Context: an optimization exercise on an open-source flow, tuned for small area, a short achievable clock period and few clock cycles per item. The choices shown serve that exercise and are no tape-out recipe.
Function was checked by simulation only, so behaviour that the tests miss may differ from the original.

== the previous run ==
Design table_curve_interpolator_unit, start of the top module:
module table_curve_interpolator_unit #(
  parameter int MaxPoints = tci_pkg::MaxPointsDefault
) (
  input  logic                              clk,
  input  logic                              rst,
  input  logic                              in_valid,
  output logic                              in_stall,
  input  tci_pkg::in_item_t                 in_data,
  output logic                              out_valid,
  input  logic                              out_stall,
  output tci_pkg::out_item_t                out_data,
  input  logic                              cfg_we,
  input  logic [tci_pkg::CfgIndexWidth-1:0] cfg_index,
  input  logic [tci_pkg::CfgWidth-1:0]      cfg_data
);
For scale: about 18000 cells after synthesis, roughly 3100 flip-flops, roughly 90 I/O pins.
==> flow/config.mk <==
export PLATFORM = sky130hd
export DESIGN_NAME = table_curve_interpolator_unit
export DESIGN_NICKNAME = table_curve_interpolator_unit
export VERILOG_FILES = /design/flow/design.v
export SDC_FILE = /design/flow/constraint.sdc
export NUM_CORES = 4
export LEC_CHECK = 0
export ABC_CLOCK_PERIOD_IN_PS = 6500
export CAP_MARGIN = 20
export CORE_MARGIN = 2
export CORE_UTILIZATION = 50
export CTS_BUF_LIST = sky130_fd_sc_hd__clkbuf_8
export SETUP_SLACK_MARGIN = 5
export SLEW_MARGIN = 20
==> flow/constraint.sdc <==
create_clock -name core_clock -period 13.0 [get_ports {clk}]
set_input_delay 2.6000 -clock core_clock [delete_from_list [all_inputs] [get_ports {clk}]]
set_output_delay 2.6000 -clock core_clock [all_outputs]
set_load 0.01 [all_outputs]
run.sh (not shown) runs the stock make flow with config.mk's settings and CLKGATE_MAP_FILE= SYNTH_SCRIPT=/design/flow/synth_recipe.tcl, a recipe that flattens the netlist after the stock synthesis.
Looking at the reports, the previous run completed the entire flow and the layout it produced met the timing, design-rule and antenna checks.
Testbench counts of the previous run, summed over its fixed seeds: cycles 3,776, items 3,072.
Input changes introduced in the current run (baseline for comparison: the previous run):
# the previous run
export LEC_CHECK = 0
export ABC_CLOCK_PERIOD_IN_PS = 6500
export CAP_MARGIN = 20
export CORE_MARGIN = 2
export CORE_UTILIZATION = 50
export CTS_BUF_LIST = sky130_fd_sc_hd__clkbuf_8
export SETUP_SLACK_MARGIN = 5
export SLEW_MARGIN = 20
create_clock -name core_clock -period 13.0 [get_ports {clk}]
# the current run
export LEC_CHECK = 0
export ABC_CLOCK_PERIOD_IN_PS = 6500
export CAP_MARGIN = 20
export CORE_MARGIN = 2
export CORE_UTILIZATION = 50
export SETUP_SLACK_MARGIN = 5
export SLEW_MARGIN = 20
create_clock -name core_clock -period 13.0 [get_ports {clk}]
## What came out
The current run | stages: all done | timing, DRC, antenna: all pass
Having completed the whole flow, the previous run delivered a layout that passed the timing, design-rule and antenna checks.
Across both runs, longest individual stage delay on the worst path was lower for the current run than for the previous run.
On final critical delay including setup and external delays, the previous run beats the current run.
Between the current run and the previous run, the area occupied by multi-input gates does not differ in any meaningful way.
Diff the previous run -> the current run: fmax went down about 1.7%; number of clock buffer instances in the layout went down 28%; arrival time at the worst endpoint went down 140 ps.


## run A
table_curve_interpolator_unit, a different RTL version from the one above (not shown whole).
Size in the first run: roughly 3000 flip-flops, roughly 90 I/O pins, roughly 0.19 mm² of cells after synthesis.
Settings: LEC_CHECK=0, ABC_CLOCK_PERIOD_IN_PS=6500, CAP_MARGIN=20, CORE_MARGIN=2, CORE_UTILIZATION=50, SETUP_SLACK_MARGIN=5, SLEW_MARGIN=20; clock period 13.0 ns.
Having completed the whole flow, run A delivered a layout that passed the timing, design-rule and antenna checks.
Testbench counts of run A, summed over its fixed seeds: cycles 3,712, items 3,072.
--- input diff run A..run B ---
--- a/flow/config.mk
+++ b/flow/config.mk
@@ -10,4 +10,5 @@
 export CORE_MARGIN = 2
 export CORE_UTILIZATION = 50
+export CTS_BUF_LIST = sky130_fd_sc_hd__clkbuf_8
 export SETUP_SLACK_MARGIN = 5
 export SLEW_MARGIN = 20
--- outcome ---
Changes observed in run B relative to run A: area of the multi-input gates held steady; wire length of the first global-routing pass grew by 0.39%.
Final hold slack (lower): run B
Delta (run B minus run A): met1 wire length grew by 1.2 mm, critical path's largest stage delay +90 ps.
NOTE cell count run A->run B increased slightly

[static timing again, ports no longer ideal]
No port has a modelled driver above. Below, the same layouts with a new extraction and two added sets of constraints.
Step 1 assumes that a clkbuf_16 drives the clock port and a buf_2 every other input.
Step 2 moves the port delays by t, midway between the first and last clock arrival at a register: inputs arrive t later, outputs are due t later. That takes back most of the time a late clock gives input paths.
Slacks: no drivers / after step 1 / after step 2; pairs: no drivers / after step 1.
run | t (ns) | setup WS [ns] | worst hold slack (ns) | slew at the worst register clock pin (ns)
the previous run | 1.280 | 5.491 / 5.491 / 5.491 | 0.265 / 0.265 / 0.265 | 0.07 / 0.07
the current run | 1.050 | 5.365 / 5.365 / 5.365 | 0.321 / 0.321 / 0.321 | 0.07 / 0.07
run A | 1.087 | 5.005 / 5.088 / 4.001 | 0.313 / 0.313 / 0.313 | 0.07 / 0.07
run B | 1.346 | 5.204 / 5.238 / 3.942 | 0.309 / 0.309 / 0.309 | 0.08 / 0.08
After both steps setup and hold are still met in every run listed. For run B, which loses most, drivers alone change the setup slack by +0.034 ns; drivers and shift together by -1.262 ns.
